What follows belongs to an exercise in optimizing a design on an open flow for small area, a short achievable clock period and few clock cycles per item; a production flow would make more cautious choices.
The RTL was checked by simulation tests, not by an equivalence proof against the original design.
Power is estimated from default activity; no workload was simulated.

==> 11-26 <==
==> flow/design.v (excerpt) <==
module credit_flow_control_table #(
    parameter int          PEERS      = cfct_pkg::PEERS_DEF,
    parameter int          VCS        = cfct_pkg::VCS_DEF
) (
    input  logic                              clk,
    input  logic                              rst_n,
    input  logic                              s_axis_tvalid,
    output logic                              s_axis_tready,
    input  logic [cfct_pkg::IN_DATA_W-1:0]    s_axis_tdata,
    input  logic [cfct_pkg::IN_USER_W-1:0]    s_axis_tuser,
    output logic                              m_axis_tvalid,
    input  logic                              m_axis_tready,
    output logic [cfct_pkg::OUT_DATA_W-1:0]   m_axis_tdata,
    input  logic                              cfg_valid,
    output logic                              cfg_ready,
    input  logic [cfct_pkg::CFG_IDX_W-1:0]    cfg_index,
    input  logic [cfct_pkg::CNT_W-1:0]        cfg_data
);
Settings: LEC_CHECK=0, ABC_AREA=1, ABC_CLOCK_PERIOD_IN_PS=3000, CAP_MARGIN=20, CORE_MARGIN=2, CORE_UTILIZATION=50, CTS_CLUSTER_DIAMETER=80, CTS_CLUSTER_SIZE=24, SETUP_SLACK_MARGIN=5.0, SLEW_MARGIN=20; clock period 8.5 ns.
run.sh (not shown) runs the stock make flow with config.mk's settings and CLKGATE_MAP_FILE= SYNTH_SCRIPT=/design/flow/synth_recipe.tcl, a recipe that flattens the netlist after the stock synthesis.
==> inputs of 09-17, as changes to 11-26 <==
--- a/flow/design.v
+++ b/flow/design.v
@@ -320,15 +320,14 @@
     localparam int ENTRIES = 64;
     localparam int ENTRY_W = 2 * N + 1;
     localparam int SB_W    = cfct_pkg::KIND_W + cfct_pkg::PEER_W + cfct_pkg::VC_W;
     logic         link_enable_reg;
     logic         dynamic_mode_reg;
     logic [N-1:0] base_credit_reg;
     logic [N-1:0] divisor_reg;           
-    logic [N-1:0] base_m1_reg;           
     logic [N+1:0] divisor3_reg;          
     logic [N-1:0] batch_size_reg;
     logic [N-1:0] initial_credits_reg;
     logic [2:0]   num_vcs_reg;
     assign cfg_ready = 1'b1;
     always_ff @(posedge clk or negedge rst_n)
     begin
@@ -354,18 +353,14 @@
                 cfct_pkg::CFG_NUM_VCS:      num_vcs_reg         <= cfg_data[2:0];
                 default: ;
             endcase
         end
     end
     always_ff @(posedge clk)
     begin
-        base_m1_reg <= (base_credit_reg == '0) ? '0 : base_credit_reg - 1'b1;
-    end
-    always_ff @(posedge clk)
-    begin
         divisor3_reg <= {2'b00, divisor_reg} + {1'b0, divisor_reg, 1'b0};
     end
     logic out_valid_reg;
     logic adv;
     assign adv = !out_valid_reg || m_axis_tready;
     logic         clear_reg;
     logic         ready_reg;
@@ -462,16 +457,14 @@
     logic [2:0]   r_kind;
     logic [3:0]   r_peer;
     logic [1:0]   r_vc;
     logic         r_rem_nz;
     logic [N-1:0] r_qc;
     logic [N-1:0] r_need;
     logic [N-1:0] r_q_m_base;
-    logic [N-1:0] r_q_m_base_m1;
-    logic         r_q_lt_base_m1;
     logic         r_q_lt_base;
     logic         r_qc_ge;
     logic [N-1:0] r_opnd;
     logic         r_sub;
     logic [2:0]   r_lim;
     logic [3:0]   r_lanes;
     logic [3:0]   r_wmask;
@@ -480,21 +473,15 @@
     assign r_qc     = r_quo + N'(r_rem_nz);
     cfct_sub #(.W(N)) u_cmp_base (
         .a    (r_quo),
         .b    (base_credit_reg),
         .diff (r_q_m_base),
         .bout (r_q_lt_base)
     );
-    cfct_sub #(.W(N)) u_cmp_base_m1 (
-        .a    (r_quo),
-        .b    (base_m1_reg),
-        .diff (r_q_m_base_m1),
-        .bout (r_q_lt_base_m1)
-    );
-    assign r_qc_ge  = r_rem_nz ? !r_q_lt_base_m1 : !r_q_lt_base;
+    assign r_qc_ge  = !r_q_lt_base || (r_rem_nz && (&r_q_m_base));
     assign r_need   = (dynamic_mode_reg && r_qc_ge) ? r_qc : base_credit_reg;
     always_comb
     begin
         if (!r_kill)
             r_opnd = r_need;
         else if ((r_kind == cfct_pkg::KIND_ADD_PEER) && !r_rem_nz)
             r_opnd = initial_credits_reg;
- ABC_AREA: 1 -> default
- SETUP_SLACK_MARGIN: 5.0 -> 4.9
==> inputs of 03-06, as changes to 11-26 <==
--- a/flow/design.v
+++ b/flow/design.v
@@ -530,15 +530,15 @@
         end
     end
     logic               x_valid;
     logic [3:0]         x_wmask;
     logic               x_hit;
     logic [3:0]         x_peer;
     logic [ENTRY_W-1:0] x_rd;
-    logic [N-1:0]       x_opnd;          
+    logic [N-1:0]       x_opnd;
     logic               x_sub;
     logic               x_pkt;
     logic               x_ap;
     logic               x_ap_lane;
     logic               x_con;
     logic               x_chk;
     logic               x_ac;
@@ -561,110 +561,166 @@
     always_ff @(posedge clk)
     begin
         if (adv)
         begin
             x_hit     <= (x_peer == r_peer) && x_wmask[r_vc];
             x_peer    <= r_peer;
             x_rd      <= r_ent;
-            x_opnd    <= r_sub ? ~r_opnd : r_opnd;
+            x_opnd    <= r_opnd;
             x_sub     <= r_sub;
             x_pkt     <= !r_kill;
             x_ap      <= (r_kind == cfct_pkg::KIND_ADD_PEER);
             x_ap_lane <= r_lanes[r_vc];
             x_con     <= (r_kind == cfct_pkg::KIND_CONSUME);
             x_chk     <= (r_kind == cfct_pkg::KIND_CHECK);
             x_ac      <= (r_kind == cfct_pkg::KIND_ADD_CREDITS);
             x_amt_nz  <= r_rem_nz;
             x_rcv     <= (r_kind == cfct_pkg::KIND_RECEIVE) && link_enable_reg;
             x_ret     <= (r_kind == cfct_pkg::KIND_CREDIT_RET) && link_enable_reg;
         end
     end
-    logic [ENTRY_W-1:0] e_cur;
-    logic               e_live;
-    logic [N-1:0]       e_tx;
-    logic [N-1:0]       e_pend;
-    logic [N:0]         add_tx;
-    logic [N:0]         add_pend;
-    logic               grant;
-    logic               ret_go;
-    logic [N-1:0]       n_tx;
-    logic [N-1:0]       n_pend;
-    logic               n_live;
-    logic               o_ok;
-    assign e_cur = x_hit ? w_data : x_rd;
-    assign {e_live, e_tx, e_pend} = e_cur;
-    logic               pend_lt_batch;
-    logic [N-1:0]       pend_m_batch;
+    logic [ENTRY_W-1:0] xa_w;
+    logic [ENTRY_W-1:0] xb_w;
+    logic [3*N+1:0]     xa_o;
+    logic [3*N+1:0]     xb_o;
+    logic [ENTRY_W-1:0] n_ent;
+    logic [3*N+1:0]     n_out;
+    cfct_exec u_exec_rd (
+        .ent     (x_rd),
+        .opnd    (x_opnd),
+        .sub     (x_sub),
+        .ap      (x_ap),
+        .ap_lane (x_ap_lane),
+        .con     (x_con),
+        .chk     (x_chk),
+        .ac      (x_ac),
+        .amt_nz  (x_amt_nz),
+        .rcv     (x_rcv),
+        .ret     (x_ret),
+        .batch   (batch_size_reg),
+        .new_ent (xa_w),
+        .res     (xa_o)
+    );
+    cfct_exec u_exec_fwd (
+        .ent     (w_data),
+        .opnd    (x_opnd),
+        .sub     (x_sub),
+        .ap      (x_ap),
+        .ap_lane (x_ap_lane),
+        .con     (x_con),
+        .chk     (x_chk),
+        .ac      (x_ac),
+        .amt_nz  (x_amt_nz),
+        .rcv     (x_rcv),
+        .ret     (x_ret),
+        .batch   (batch_size_reg),
+        .new_ent (xb_w),
+        .res     (xb_o)
+    );
+    assign n_ent = x_hit ? xb_w : xa_w;
+    assign n_out = x_hit ? xb_o : xa_o;
+    logic [cfct_pkg::OUT_DATA_W-1:0] out_data_reg;
+    always_ff @(posedge clk or negedge rst_n)
+    begin
+        if (!rst_n)
+        begin
+            w_mask        <= '0;
+            out_valid_reg <= 1'b0;
+        end
+        else if (adv)
+        begin
+            w_mask        <= x_wmask;
+            out_valid_reg <= x_valid;
+        end
+    end
+    always_ff @(posedge clk)
+    begin
+        if (adv)
+        begin
+            w_peer       <= x_peer;
+            w_data       <= n_ent;
+            out_data_reg <= {{(cfct_pkg::OUT_DATA_W - cfct_pkg::OUT_SENT_LSB - N){1'b0}},
+                             n_out[3*N+1:1], x_pkt ? x_opnd : N'(0), n_out[0]};
+        end
+    end
+    assign m_axis_tvalid = out_valid_reg;
+    assign m_axis_tdata  = out_data_reg;
+endmodule
+module cfct_exec (
+    input  logic [2*cfct_pkg::CNT_W:0]   ent,
+    input  logic [cfct_pkg::CNT_W-1:0]   opnd,
+    input  logic                        sub,
+    input  logic                        ap,
+    input  logic                        ap_lane,
+    input  logic                        con,
+    input  logic                        chk,
+    input  logic                        ac,
+    input  logic                        amt_nz,
+    input  logic                        rcv,
+    input  logic                        ret,
+    input  logic [cfct_pkg::CNT_W-1:0]   batch,
+    output logic [2*cfct_pkg::CNT_W:0]   new_ent,
+    output logic [3*cfct_pkg::CNT_W+1:0] res
+);
+    localparam int N = cfct_pkg::CNT_W;
+    logic         e_live;
+    logic [N-1:0] e_tx;
+    logic [N-1:0] e_pend;
+    logic [N:0]   add_tx;
+    logic [N:0]   add_pend;
+    logic         pend_lt_batch;
+    logic [N-1:0] pend_m_batch;
+    logic         grant;
+    logic         ret_go;
+    logic [N-1:0] n_tx;
+    logic [N-1:0] n_pend;
+    logic         n_live;
+    assign {e_live, e_tx, e_pend} = ent;
     cfct_add #(.W(N)) u_add_tx (
         .a    (e_tx),
-        .b    (x_opnd),
-        .cin  (x_sub),
+        .b    (sub ? ~opnd : opnd),
+        .cin  (sub),
         .sum  (add_tx[N-1:0]),
         .cout (add_tx[N])
     );
     cfct_add #(.W(N)) u_add_pend (
         .a    (e_pend),
-        .b    (x_opnd),
+        .b    (opnd),
         .cin  (1'b0),
         .sum  (add_pend[N-1:0]),
         .cout (add_pend[N])
     );
     cfct_sub #(.W(N)) u_cmp_batch (
         .a    (e_pend),
-        .b    (batch_size_reg),
+        .b    (batch),
         .diff (pend_m_batch),
         .bout (pend_lt_batch)
     );
-    assign grant    = e_live && add_tx[N];
-    assign ret_go   = x_ret && !pend_lt_batch;
-    assign o_ok     = (x_con || x_chk) && grant;
+    assign grant  = e_live && add_tx[N];
+    assign ret_go = ret && !pend_lt_batch;
     always_comb
     begin
-        if (x_ap)
-            n_tx = x_opnd;
-        else if (x_con && grant)
+        if (ap)
+            n_tx = opnd;
+        else if (con && grant)
             n_tx = add_tx[N-1:0];
-        else if (x_ac)
+        else if (ac)
             n_tx = add_tx[N] ? {N{1'b1}} : add_tx[N-1:0];
         else
             n_tx = e_tx;
     end
     always_comb
     begin
-        if (x_ap || ret_go)
+        if (ap || ret_go)
             n_pend = '0;
-        else if (x_rcv)
+        else if (rcv)
             n_pend = add_pend[N] ? {N{1'b1}} : add_pend[N-1:0];
         else
             n_pend = e_pend;
     end
-    assign n_live = e_live || x_ap || (x_ac && x_amt_nz);
-    logic [cfct_pkg::OUT_DATA_W-1:0] out_data_reg;
-    always_ff @(posedge clk or negedge rst_n)
-    begin
-        if (!rst_n)
-        begin
-            w_mask        <= '0;
-            out_valid_reg <= 1'b0;
-        end
-        else if (adv)
-        begin
-            w_mask        <= x_wmask;
-            out_valid_reg <= x_valid;
-        end
-    end
-    always_ff @(posedge clk)
-    begin
-        if (adv)
-        begin
-            w_peer       <= x_peer;
-            w_data       <= {n_live, n_tx, n_pend};
-            out_data_reg <= {{(cfct_pkg::OUT_DATA_W - cfct_pkg::OUT_SENT_LSB - N){1'b0}},
-                             ret_go ? e_pend : N'(0), ret_go,
-                             (x_ap && !x_ap_lane) ? e_pend : n_pend,
-                             (x_ap && !x_ap_lane) ? e_tx : n_tx,
-                             !x_pkt ? N'(0) : x_sub ? ~x_opnd : x_opnd, o_ok};
-        end
-    end
-    assign m_axis_tvalid = out_valid_reg;
-    assign m_axis_tdata  = out_data_reg;
+    assign n_live  = e_live || ap || (ac && amt_nz);
+    assign new_ent = {n_live, n_tx, n_pend};
+    assign res     = {ret_go ? e_pend : N'(0), ret_go,
+                      (ap && !ap_lane) ? e_pend : n_pend,
+                      (ap && !ap_lane) ? e_tx : n_tx,
+                      (con || chk) && grant};
 endmodule
- ABC_AREA: 1 -> default
==> comparison table <==
Run status: 09-17 no timing/DRC/antenna violations; 11-26 no timing/DRC/antenna violations; 03-06 no timing/DRC/antenna violations
Routability cong.: 09-17 0.877; 11-26 0.910; 03-06 0.890
Global-route track usage on met2: 09-17 54.9%; 11-26 52.6%; 03-06 54.1%
Core occupancy in the finished layout: 09-17 56.4%; 11-26 55.3%; 03-06 56.0%
Met3 layer usage reported by global route: 09-17 9.87%; 11-26 9.28%; 03-06 9.85%
Number of non-clock buffers: 09-17 486; 11-26 400; 03-06 495
Biggest fanout along the worst timing path: 09-17 7; 11-26 16; 03-06 19
First-pass GRT wire length: 09-17 575000 microns; 11-26 601000 microns; 03-06 596000 microns
Cell Int Power: 09-17 29700 uW; 11-26 28500 uW; 03-06 30900 uW
Number of buffers inserted during clock tree synthesis: 09-17 142; 11-26 142; 03-06 151
Power Sequential: 09-17 21300 uW; 11-26 21400 uW; 03-06 21700 uW
Maximum number of pins on one net before global-route repair: 09-17 139; 11-26 171; 03-06 180
Met1 Use GR: 09-17 48.9%; 11-26 50.5%; 03-06 50.0%
Simple-Gate Fraction of Synth Area: 09-17 5.23%; 11-26 11.9%; 03-06 5.67%
Setup slack, reg-to-reg: 09-17 4640 ps; 11-26 4890 ps; 03-06 4820 ps
Async set or reset register ratio after synthesis: 09-17 3.26%; 11-26 3.24%; 03-06 3.24%
Post-synthesis instance area: 09-17 112000 sq um; 11-26 118000 sq um; 03-06 116000 sq um
Seq Cell Count: 09-17 2762; 11-26 2778; 03-06 2778
Testbench counts of 11-26, summed over its fixed seeds: cycles 8,320, requests 8,000.
Testbench counts of 09-17, summed over its fixed seeds: cycles 8,320, requests 8,000.
Testbench counts of 03-06, summed over its fixed seeds: cycles 8,320, requests 8,000.

==> afterwards: timing with drivers on the ports <==
No port has a modelled driver above. Below, the same layouts with a new extraction and two added sets of constraints.
Step 1, drivers: a clkbuf_16 drives clk and a buf_2 each remaining input, both assumed.
Step 2 also shifts input and output timing later by t, the mid clock arrival at the registers, as if the neighbouring blocks saw the same clock.
Three values: no drivers, after step 1, after step 2; two values: the first two.
| run | t, ns | slack for setup (ns) | clock arrival spread, ns | worst slew at a driven data input, ns | cell pins on the clock port's net |
|---|---|---|---|---|---|
| 11-26 | 0.957 | 4.887 / 4.887 / 4.225 | 0.061 / 0.061 | 0.04 | 1 |
| 09-17 | 0.954 | 4.638 / 4.638 / 4.173 | 0.047 / 0.048 | 0.04 | 1 |
| 03-06 | 0.963 | 4.817 / 4.817 / 4.174 | 0.071 / 0.071 | 0.06 | 1 |
After both steps every run listed still meets setup and hold. The setup slack of 11-26, which loses most, moves by 0.000 ns with the drivers and by -0.662 ns with both steps.
